This design comes from an exercise in tuning for small area on the open sky130 flow, not from production work. Where RTL was checked, it was by simulation tests only, not by an equivalence proof against the original. Power and IR drop assume default switching activity.

## trial 66
==> flow/design.v <==
`timescale 1ns/1ps
package mipsIsaPkg;
    typedef logic [4:0] regIdx_t;
    typedef struct packed {
        logic [5:0] opcode;
        regIdx_t    rs;
        regIdx_t    rt;
        regIdx_t    rd;
        logic [4:0] shamt;
        logic [5:0] funct;
    } instr_t;
    localparam logic [5:0] opRtype = 6'h00;
    localparam logic [5:0] opJ     = 6'h02;
    localparam logic [5:0] opBeq   = 6'h04;
    localparam logic [5:0] opBne   = 6'h05;
    localparam logic [5:0] opAddi  = 6'h08;
    localparam logic [5:0] opAndi  = 6'h0c;
    localparam logic [5:0] opOri   = 6'h0d;
    localparam logic [5:0] fnSll   = 6'h00;
    localparam logic [5:0] fnSrl   = 6'h02;
    localparam logic [5:0] fnAdd   = 6'h20;
    localparam logic [5:0] fnSub   = 6'h22;
    localparam logic [5:0] fnAnd   = 6'h24;
    localparam logic [5:0] fnOr    = 6'h25;
    localparam logic [5:0] fnXor   = 6'h26;
    localparam logic [5:0] fnSlt   = 6'h2a;
    typedef enum logic [2:0] {
        aluAdd, aluSub, aluAnd, aluOr, aluXor, aluSlt, aluSll, aluSrl
    } aluOp_t;
endpackage
`timescale 1ns/1ps
package mipsPipePkg;
    typedef struct packed {
        logic [2:0] aluOp;       
        logic   useImm;      
        logic   regWrite;
        logic   beq;
        logic   bne;
        logic   jump;
    } ctrl_t;
    typedef struct packed {
        logic                    valid;
        ctrl_t                   ctrl;
        logic [4:0]              rs;
        logic [4:0]              rt;
        logic [32-1:0] rsVal;
        logic [32-1:0] rtVal;
        logic [32-1:0] imm;       
        logic [4:0]              dest;
        logic [4:0]              shamt;
        logic [32-1:0] nextPc;    
        logic [25:0]             jumpIdx;
    } idEx_t;
    typedef struct packed {
        logic                    valid;
        logic [4:0]              dest;
        logic [32-1:0] data;
    } wbPort_t;
endpackage
`timescale 1ns/1ps
module mipsCore (
    input  logic                    clk,
    input  logic                    rst_n,
    input  logic [31:0]             instr,
    output logic [32-1:0] instrAddr,
    output logic                    wbValid,
    output logic [4:0]              wbDest,
    output logic [32-1:0] wbData
);
    logic [4:0]  cnt;       
    logic        p2;        
    logic        clr;       
    logic [10:0] pc;        
    logic        c;         
    logic [31:1] W;         
    assign instrAddr = {19'd0, pc, 2'b00};
    logic first, last;
    assign first = (cnt == 5'd0);
    assign last  = (cnt == 5'd31);
    logic [5:0] op, fn;
    logic [4:0] rs, rt, rd, sh, dest;
    assign op = instr[31:26];
    assign rs = instr[25:21];
    assign rt = instr[20:16];
    assign rd = instr[15:11];
    assign sh = instr[10:6];
    assign fn = instr[5:0];
    logic isR, fAdd, fSub, fAnd, fOr, fXor, fSlt, fSll, fSrl;
    logic iAddi, iAndi, iOri, iBeq, iBne, iJ;
    assign isR   = (op == 6'h00);
    assign fAdd  = isR && fn == 6'h20;
    assign fSub  = isR && fn == 6'h22;
    assign fAnd  = isR && fn == 6'h24;
    assign fOr   = isR && fn == 6'h25;
    assign fXor  = isR && fn == 6'h26;
    assign fSlt  = isR && fn == 6'h2a;
    assign fSll  = isR && fn == 6'h00;
    assign fSrl  = isR && fn == 6'h02;
    assign iAddi = (op == 6'h08);
    assign iAndi = (op == 6'h0c);
    assign iOri  = (op == 6'h0d);
    assign iBeq  = (op == 6'h04);
    assign iBne  = (op == 6'h05);
    assign iJ    = (op == 6'h02);
    logic useImm, isBr, doSub, doAnd, doOr, doXor, twoPass, wr, pcMode, taken;
    assign useImm  = iAddi | iAndi | iOri;
    assign isBr    = iBeq | iBne;
    assign doSub   = fSub | fSlt;
    assign doAnd   = fAnd | iAndi;
    assign doOr    = fOr  | iOri;
    assign doXor   = fXor;
    assign twoPass = fSlt | fSll | fSrl | (isBr & taken);
    assign pcMode  = iJ | (isBr & p2);
    assign dest    = isR ? rd : rt;
    assign wr      = (fAdd | fSub | fAnd | fOr | fXor | fSlt | fSll | fSrl | useImm) && dest != 5'd0;
    logic [31:0] heads;      
    logic        d;          
    logic        wen;        
    logic [4:0]  bAddr;
    logic        aBit, bBit;
    assign heads[0] = 1'b0;
    logic [3:0] weLo, dLo;
    logic [7:0] weHi;
    always_comb begin
        for (int j = 0; j < 4; j++) weLo[j] = clr || (wen && dest[1:0] == j);
        for (int j = 0; j < 8; j++) weHi[j] = clr || (dest[4:2] == j);
        for (int j = 0; j < 4; j++) dLo[j] = weLo[j] & d;
    end
    genvar k;
    generate
        for (k = 1; k < 32; k++) begin : g_reg
            logic [31:0] r;
            assign heads[k] = r[0];
            always_ff @(posedge clk) begin
                r <= {(dLo[k % 4] & weHi[k / 4]) | (r[0] & !(weLo[k % 4] & weHi[k / 4])), r[31:1]};
            end
        end
    endgenerate
    assign bAddr = (p2 && fSll) ? rd : rt;    
    assign aBit  = heads[rs];
    assign bBit  = heads[bAddr];
    logic immBit, pcBit, opA, opB, bx, cin, sum, cout, lt, eqn, res;
    assign immBit = cnt[4] ? ((iAddi | isBr) & instr[15]) : instr[cnt[3:0]];
    assign pcBit  = (cnt < 5'd10) && pc[cnt[3:0]];
    assign opA    = pcMode ? (pcBit & !iJ) : aBit;
    assign opB    = (useImm | pcMode) ? immBit : bBit;
    assign bx     = opB ^ doSub;
    assign cin    = first ? (pcMode ? !iJ : doSub) : c;
    assign sum    = opA ^ bx ^ cin;
    assign cout   = (opA & bx) | (opA & cin) | (bx & cin);
    assign lt     = (aBit ^ bBit) ? aBit : sum;
    assign eqn    = (first | c) & (aBit == bBit);
    always_comb begin
        if (doAnd)      res = aBit & opB;
        else if (doOr)  res = aBit | opB;
        else if (doXor) res = aBit ^ opB;
        else            res = sum;
    end
    logic [31:0] V;
    logic [4:0]  tapSel, iCmp;
    logic        tap;
    assign V      = {bBit, W[31:1]};
    assign tapSel = fSll ? ~sh : sh - 5'd1;
    assign iCmp   = fSll ? cnt : ~cnt;
    assign tap    = (iCmp < sh) ? 1'b0 : V[tapSel];
    logic wPass, lastPass, wFromB, win;
    always_comb begin
        if (clr)                d = 1'b0;
        else if (fSlt)          d = first & c;
        else if (fSll | fSrl)   d = tap;
        else                    d = res;
    end
    assign lastPass = !twoPass || p2;
    assign wPass    = twoPass ? (fSll ? !p2 : p2) : 1'b1;
    assign wen      = wr && wPass;
    assign wFromB   = fSll | (fSrl & !p2);
    assign win      = wFromB ? bBit : d;
    always_ff @(posedge clk) begin
        W <= {win, W[31:2]};
        c <= (isBr & !p2) ? eqn : (last ? lt : cout);
    end
    assign wbValid = last && !clr && lastPass && wr;
    assign wbDest  = dest;
    assign wbData  = {win, W[31:1]};
    assign taken = (iBeq & eqn) | (iBne & !eqn);
    logic        pcUpd, tgtOut;
    logic [10:0] pcNext;
    assign pcUpd  = last && !clr && lastPass;
    assign tgtOut = (iJ & (|instr[25:16])) | (|W[16:11]);
    always_comb begin
        pcNext = {1'b0, pc[9:0]} + {10'd0, pcUpd && !pcMode};
        pcNext[10] = pcNext[10] | pc[10];
        if (pcUpd && pcMode) pcNext = win ? 11'd0 : {pc[10] | tgtOut, W[10:1]};
    end
    always_ff @(posedge clk or negedge rst_n) begin
        if (!rst_n) begin
            cnt <= 5'd0;
            p2  <= 1'b0;
            clr <= 1'b1;
            pc  <= 11'd0;
        end else begin
            cnt <= cnt + 5'd1;
            pc  <= pcNext;
            if (last) begin
                clr <= 1'b0;
                if (!clr) begin
                    if (lastPass) begin
                        p2 <= 1'b0;
                    end else begin
                        p2 <= 1'b1;
                    end
                end
            end
        end
    end
endmodule
clock: 10.0 ns
lec_check: 0
cap_margin: 5
core_margin: 2
core_utilization: 60
place_density: 0.7
slew_margin: 5
standard.sh (not shown) runs the stock make flow with config.mk's settings and CLKGATE_MAP_FILE= SYNTH_SCRIPT=/design/flow/synth_recipe.tcl, a recipe that flattens the netlist after the stock synthesis.
==> flow/flow/run.sh <==
#!/bin/bash
# Own layout flow: the standard ORFS flow (standard.sh) with
#  - synthesis through flow/synth_multi.tcl: the standard flow's synthesis script, except
#    that ABC maps the logic once with each area-oriented script
#    flow/abc_*.script and keeps the smallest mapping; flip-flops are mapped
#    before ABC runs, so they are the same as in the standard synthesis
#  - port buffers of the smallest buffer cell
#  - a clock tree without dummy loads, sink clusters from cts_args.txt
#  - one tie cell for the constant outputs (SKIP_REPAIR_TIE_FANOUT)
# Every tool's output goes to the ORFS logs under orfs/logs/; make's own
# output goes to flow_make.log in the folder this runs in.
set -euo pipefail
HERE=$(cd "$(dirname "$0")" && pwd)
CTS=$(cat "$HERE/cts_args.txt")
FLOW_ABC_SCRIPTS=""
for f in "$HERE"/abc_*.script; do FLOW_ABC_SCRIPTS="$FLOW_ABC_SCRIPTS $f"; done
export FLOW_ABC_SCRIPTS
bash standard.sh \
  SYNTH_SCRIPT="$HERE/synth_multi.tcl" \
  BUFFER_PORTS_ARGS="-buffer_cell sky130_fd_sc_hd__buf_1" \
  CTS_ARGS="$CTS" \
  SKIP_REPAIR_TIE_FANOUT=1 \
  finish > flow_make.log 2>&1
Other scripts of this flow, unchanged in this note and not shown: flow/flow/abc_s3.script, flow/flow/abc_t2.script, flow/flow/abc_t7.script, flow/flow/abc_u2.script, flow/flow/abc_u3.script, flow/flow/abc_w3.script, flow/flow/cts_args.txt, flow/flow/synth_multi.tcl
Trial 66 was carried through to the last stage, and its layout satisfied the timing, DRC and antenna checks.
The inputs of build 81 differ from those of trial 66 as listed below.
--- a/flow/design.v
+++ b/flow/design.v
@@ -71,9 +71,9 @@
     logic        p2;        
     logic        clr;       
     logic [10:0] pc;        
     logic        c;         
-    logic [31:1] W;         
+    logic [31:0] W;         
     assign instrAddr = {19'd0, pc, 2'b00};
     logic first, last;
     assign first = (cnt == 5'd0);
     assign last  = (cnt == 5'd31);
@@ -118,22 +118,21 @@
     logic        wen;        
     logic [4:0]  bAddr;
     logic        aBit, bBit;
     assign heads[0] = 1'b0;
-    logic [3:0] weLo, dLo;
+    logic [3:0] weLo;
     logic [7:0] weHi;
     always_comb begin
         for (int j = 0; j < 4; j++) weLo[j] = clr || (wen && dest[1:0] == j);
         for (int j = 0; j < 8; j++) weHi[j] = clr || (dest[4:2] == j);
-        for (int j = 0; j < 4; j++) dLo[j] = weLo[j] & d;
     end
     genvar k;
     generate
         for (k = 1; k < 32; k++) begin : g_reg
             logic [31:0] r;
             assign heads[k] = r[0];
             always_ff @(posedge clk) begin
-                r <= {(dLo[k % 4] & weHi[k / 4]) | (r[0] & !(weLo[k % 4] & weHi[k / 4])), r[31:1]};
+                r <= {(weLo[k % 4] && weHi[k / 4]) ? d : r[0], r[31:1]};
             end
         end
     endgenerate
     assign bAddr = (p2 && fSll) ? rd : rt;    
@@ -175,31 +174,32 @@
     assign wen      = wr && wPass;
     assign wFromB   = fSll | (fSrl & !p2);
     assign win      = wFromB ? bBit : d;
     always_ff @(posedge clk) begin
-        W <= {win, W[31:2]};
+        W      <= {win, W[31:1]};
+        wbDest <= dest;
         c <= (isBr & !p2) ? eqn : (last ? lt : cout);
     end
-    assign wbValid = last && !clr && lastPass && wr;
-    assign wbDest  = dest;
-    assign wbData  = {win, W[31:1]};
+    assign wbData  = W;
     assign taken = (iBeq & eqn) | (iBne & !eqn);
     logic        pcUpd, tgtOut;
     logic [10:0] pcNext;
     assign pcUpd  = last && !clr && lastPass;
-    assign tgtOut = (iJ & (|instr[25:16])) | (|W[16:11]);
+    assign tgtOut = iJ ? (|instr[25:10]) : (|{win, W[31:11]});
     always_comb begin
         pcNext = {1'b0, pc[9:0]} + {10'd0, pcUpd && !pcMode};
         pcNext[10] = pcNext[10] | pc[10];
-        if (pcUpd && pcMode) pcNext = win ? 11'd0 : {pc[10] | tgtOut, W[10:1]};
+        if (pcUpd && pcMode) pcNext = {pc[10] | tgtOut, W[10:1]};
     end
     always_ff @(posedge clk or negedge rst_n) begin
         if (!rst_n) begin
             cnt <= 5'd0;
             p2  <= 1'b0;
             clr <= 1'b1;
             pc  <= 11'd0;
+            wbValid <= 1'b0;
         end else begin
+            wbValid <= last && !clr && lastPass && wr;
             cnt <= cnt + 5'd1;
             pc  <= pcNext;
             if (last) begin
                 clr <= 1'b0;
--- outcome ---
Highest routing layer actually used: met5 -> trial 66, met4 -> build 81
[compare] base=trial 66 new=build 81: routing usage on met1 went up; arrival time of data at the critical path endpoint went up; die width went up; total routed wirelength went up.
In build 81 relative to trial 66, synthesized cell count had gone up slightly.
Comparing build 81 against trial 66, there is no change at all in count of endpoints failing hold in the final timing report.
Build 81 vs trial 66 — highest net fanout along the worst path rose 24.
Against trial 66, overall power after layout in build 81 rose by a few percent.
Sort trial 66 and build 81 by final area, descending, and build 81 comes first.
Against trial 66, build 81 reports a power per standard cell area that is higher.
Detailed-route vias per instance: build 81 vs trial 66 up 0.018
Function not checked in build 81: the RTL went through the layout flow alone.

========
Setup of orange:
Another version of the RTL of mipsCore (not shown whole).
Size: about 100 I/O pins, ~24000 sq um of cells after synthesis.
==> module mipsCore, before the edit <==
module mipsCore (
    input  logic                    clk,
    input  logic                    rst_n,
    input  logic [31:0]             instr,
    output logic [32-1:0] instrAddr,
    output logic                    wbValid,
    output logic [4:0]              wbDest,
    output logic [32-1:0] wbData
);
    logic [4:0]  cnt;       
    logic        p2;        
    logic        clr;       
    logic [10:0] pc;        
    logic        c;         
    logic [31:1] W;         
    assign instrAddr = {19'd0, pc, 2'b00};
    logic first, last;
    assign first = (cnt == 5'd0);
    assign last  = (cnt == 5'd31);
    logic [5:0] op, fn;
    logic [4:0] rs, rt, rd, sh, dest;
    assign op = instr[31:26];
    assign rs = instr[25:21];
    assign rt = instr[20:16];
    assign rd = instr[15:11];
    assign sh = instr[10:6];
    assign fn = instr[5:0];
    logic isR, fAdd, fSub, fAnd, fOr, fXor, fSlt, fSll, fSrl;
    logic iAddi, iAndi, iOri, iBeq, iBne, iJ;
    assign isR   = (op == 6'h00);
    assign fAdd  = isR && fn == 6'h20;
    assign fSub  = isR && fn == 6'h22;
    assign fAnd  = isR && fn == 6'h24;
    assign fOr   = isR && fn == 6'h25;
    assign fXor  = isR && fn == 6'h26;
    assign fSlt  = isR && fn == 6'h2a;
    assign fSll  = isR && fn == 6'h00;
    assign fSrl  = isR && fn == 6'h02;
    assign iAddi = (op == 6'h08);
    assign iAndi = (op == 6'h0c);
    assign iOri  = (op == 6'h0d);
    assign iBeq  = (op == 6'h04);
    assign iBne  = (op == 6'h05);
    assign iJ    = (op == 6'h02);
    logic useImm, isBr, doSub, doAnd, doOr, doXor, twoPass, wr, pcMode, taken;
    assign useImm  = iAddi | iAndi | iOri;
    assign isBr    = iBeq | iBne;
    assign doSub   = fSub | fSlt;
    assign doAnd   = fAnd | iAndi;
    assign doOr    = fOr  | iOri;
    assign doXor   = fXor;
    assign twoPass = fSlt | fSll | fSrl | (isBr & taken);
    assign pcMode  = iJ | (isBr & p2);
    assign dest    = isR ? rd : rt;
    assign wr      = (fAdd | fSub | fAnd | fOr | fXor | fSlt | fSll | fSrl | useImm) && dest != 5'd0;
    logic [31:0] heads;      
    logic        d;          
    logic        wen;        
    logic [4:0]  bAddr;
    logic        aBit, bBit;
    assign heads[0] = 1'b0;
    logic [3:0] weLo;
    logic [7:0] weHi;
    always_comb begin
        for (int j = 0; j < 4; j++) weLo[j] = clr || (wen && dest[1:0] == j);
        for (int j = 0; j < 8; j++) weHi[j] = clr || (dest[4:2] == j);
    end
    genvar k;
    generate
        for (k = 1; k < 32; k++) begin : g_reg
            logic [31:0] r;
            assign heads[k] = r[0];
            always_ff @(posedge clk) begin
                r <= {(weLo[k % 4] && weHi[k / 4]) ? d : r[0], r[31:1]};
            end
        end
    endgenerate
    assign bAddr = (p2 && fSll) ? rd : rt;    
    assign aBit  = heads[rs];
    assign bBit  = heads[bAddr];
    logic immBit, pcBit, opA, opB, bx, cin, sum, cout, lt, eqn, res;
    assign immBit = cnt[4] ? ((iAddi | isBr) & instr[15]) : instr[cnt[3:0]];
    assign pcBit  = (cnt < 5'd10) && pc[cnt[3:0]];
    assign opA    = pcMode ? (pcBit & !iJ) : aBit;
    assign opB    = (useImm | pcMode) ? immBit : bBit;
    assign bx     = opB ^ doSub;
    assign cin    = first ? (pcMode ? !iJ : doSub) : c;
    assign sum    = opA ^ bx ^ cin;
    assign cout   = (opA & bx) | (opA & cin) | (bx & cin);
    assign lt     = (aBit ^ bBit) ? aBit : sum;
    assign eqn    = (first | c) & (aBit == bBit);
    always_comb begin
        if (doAnd)      res = aBit & opB;
        else if (doOr)  res = aBit | opB;
        else if (doXor) res = aBit ^ opB;
        else            res = sum;
    end
    logic [31:0] V;
    logic [4:0]  tapSel, iCmp;
    logic        tap;
    assign V      = {bBit, W[31:1]};
    assign tapSel = fSll ? ~sh : sh - 5'd1;
    assign iCmp   = fSll ? cnt : ~cnt;
    assign tap    = (iCmp < sh) ? 1'b0 : V[tapSel];
    logic wPass, lastPass, wFromB, win;
    always_comb begin
        if (clr)                d = 1'b0;
        else if (fSlt)          d = first & c;
        else if (fSll | fSrl)   d = tap;
        else                    d = res;
    end
    assign lastPass = !twoPass || p2;
    assign wPass    = twoPass ? (fSll ? !p2 : p2) : 1'b1;
    assign wen      = wr && wPass;
    assign wFromB   = fSll | (fSrl & !p2);
    assign win      = wFromB ? bBit : d;
    always_ff @(posedge clk) begin
        W <= {win, W[31:2]};
        c <= (isBr & !p2) ? eqn : (last ? lt : cout);
    end
    assign wbValid = last && !clr && lastPass && wr;
    assign wbDest  = dest;
    assign wbData  = {win, W[31:1]};
    assign taken = (iBeq & eqn) | (iBne & !eqn);
    logic        pcUpd, tgtOut;
    logic [10:0] pcNext;
    assign pcUpd  = last && !clr && lastPass;
    assign tgtOut = iJ ? (|instr[25:10]) : (|{win, W[31:11]});
    always_comb begin
        pcNext = {1'b0, pc[9:0]} + {10'd0, pcUpd && !pcMode};
        pcNext[10] = pcNext[10] | pc[10];
        if (pcUpd && pcMode) pcNext = {pc[10] | tgtOut, W[10:1]};
    end
    always_ff @(posedge clk or negedge rst_n) begin
        if (!rst_n) begin
            cnt <= 5'd0;
            p2  <= 1'b0;
            clr <= 1'b1;
            pc  <= 11'd0;
        end else begin
            cnt <= cnt + 5'd1;
            pc  <= pcNext;
            if (last) begin
                clr <= 1'b0;
                if (!clr) begin
                    if (lastPass) begin
                        p2 <= 1'b0;
                    end else begin
                        p2 <= 1'b1;
                    end
                end
            end
        end
    end
endmodule
export LEC_CHECK = 0
export CAP_MARGIN = 5
export CORE_MARGIN = 2
export CORE_UTILIZATION = 60
export PLACE_DENSITY = 0.7
export SLEW_MARGIN = 5
create_clock -name core_clock -period 10.0 [get_ports {clk}]
==> flow/flow/abc_s3.script <==
strash; dch -f; map -a; topo; strash; dch -f; map -a; topo
==> flow/flow/abc_t2.script <==
strash; dch -f; amap; topo
==> flow/flow/abc_t7.script <==
strash; dch -f; amap; topo; strash; dch -f; amap; topo
==> flow/flow/abc_u2.script <==
strash; dc2; dch -f; amap; topo; strash; dch -f; amap; topo
==> flow/flow/abc_u3.script <==
strash; dch -f; amap -F 5 -A 5; topo; strash; dch -f; amap; topo
==> flow/flow/abc_w3.script <==
strash; dc2; dc2; dch -f; amap; topo; strash; dch -f; amap; topo
==> flow/flow/cts_args.txt <==
-sink_clustering_enable -repair_clock_nets -dont_use_dummy_load -buf_list sky130_fd_sc_hd__clkbuf_8 -sink_clustering_size 20 -sink_clustering_max_diameter 60
==> flow/flow/synth_multi.tcl <==
proc synth {args} { yosys synth -nofsm -noshare {*}$args }
# ABC maps the logic once per script in FLOW_ABC_SCRIPTS (area-oriented
# scripts instead of ORFS's speed script); the smallest mapping is kept.
# Flip-flops are mapped before ABC runs, so they are the same either way.
proc my_mapped_area {} {
  set libs {}
  foreach lib $::env(LIB_FILES) { lappend libs -liberty $lib }
  set out [tee -q -s result.string stat {*}$libs]
  if {[regexp {Chip area for module '[^']*':\s+([0-9.]+)} $out -> a]} { return $a }
  return 1e18
}
proc abc {args} {
  set i [lsearch -exact $args -script]
  if { $i >= 0 } { set args [lreplace $args $i [expr {$i + 1}]] }
  yosys design -save my_pre_abc
  set best ""
  set best_area 1e18
  foreach script $::env(FLOW_ABC_SCRIPTS) {
    yosys design -load my_pre_abc
    yosys abc -script $script {*}$args
    set a [my_mapped_area]
    puts "bench abc: [file tail $script] area $a"
    if { $a < $best_area } { set best $script; set best_area $a }
  }
  yosys design -load my_pre_abc
  puts "bench abc: using [file tail $best]"
  yosys abc -script $best {*}$args
}
source $::env(SCRIPTS_DIR)/synth.tcl
# left out here: clear keep_hierarchy, flatten, clean up, hide names made inside functions, write 1_2_yosys.v
Scripts as last shown in full above: flow/flow/run.sh
Input changes introduced in green (baseline for comparison: orange):
--- a/flow/design.v
+++ b/flow/design.v
@@ -185,11 +185,11 @@
     logic        pcUpd, tgtOut;
     logic [10:0] pcNext;
     assign pcUpd  = last && !clr && lastPass;
-    assign tgtOut = iJ ? (|instr[25:10]) : (|{win, W[31:11]});
+    assign tgtOut = (iJ & (|instr[25:16])) | (|W[16:11]);
     always_comb begin
         pcNext = {1'b0, pc[9:0]} + {10'd0, pcUpd && !pcMode};
         pcNext[10] = pcNext[10] | pc[10];
-        if (pcUpd && pcMode) pcNext = {pc[10] | tgtOut, W[10:1]};
+        if (pcUpd && pcMode) pcNext = win ? 11'd0 : {pc[10] | tgtOut, W[10:1]};
     end
     always_ff @(posedge clk or negedge rst_n) begin
         if (!rst_n) begin
Notes after the runs:
green vs orange: final cell count up slightly. Re final setup slack of the worst path: orange was lower than green. When green is measured against orange, its final critical delay including setup and external delays turns out 0.20 ns lower. Summary: register-to-register path setup slack, green worse than orange. | met2 track demand over resource | green vs orange | 0.27 points lower |. Compared with orange, green shows a combined global-route utilization of all metal layers that is 0.50 points lower. green vs orange: cell count along the critical path down by a few percent. As far as area growth from synthesis to final layout is concerned, green and orange perform about the same.

afterwards: timing with drivers on the ports:
Ports are ideal in the flow. The routed layouts listed here were re-timed in OpenROAD. Step 1, drivers: a clkbuf_16 drives clk and a buf_2 each remaining input, both assumed. Step 2, shift: input delay + t, output delay - t, t = (earliest + latest rising clock arrival at the registers) / 2. This alone moves slack from input paths to output paths. Slacks: ideal / step 1 / step 2; pairs: ideal / step 1.
| run | t (ns) | slack for setup (ns) | worst setup path after step 2 |
|---|---|---|---|
| trial 66 | 0.672 | 0.393 / 0.370 / 0.370 | input to output |
| build 81 | 0.644 | 1.275 / 1.301 / 0.657 | input to register |
| orange | 0.696 | 0.533 / 0.513 / 0.513 | input to output |
| green | 0.680 | 0.730 / 0.708 / 0.708 | input to output |
After both steps setup and hold are still met in every run listed. For build 81, which loses most, drivers alone change the setup slack by +0.026 ns; drivers and shift together by -0.618 ns.
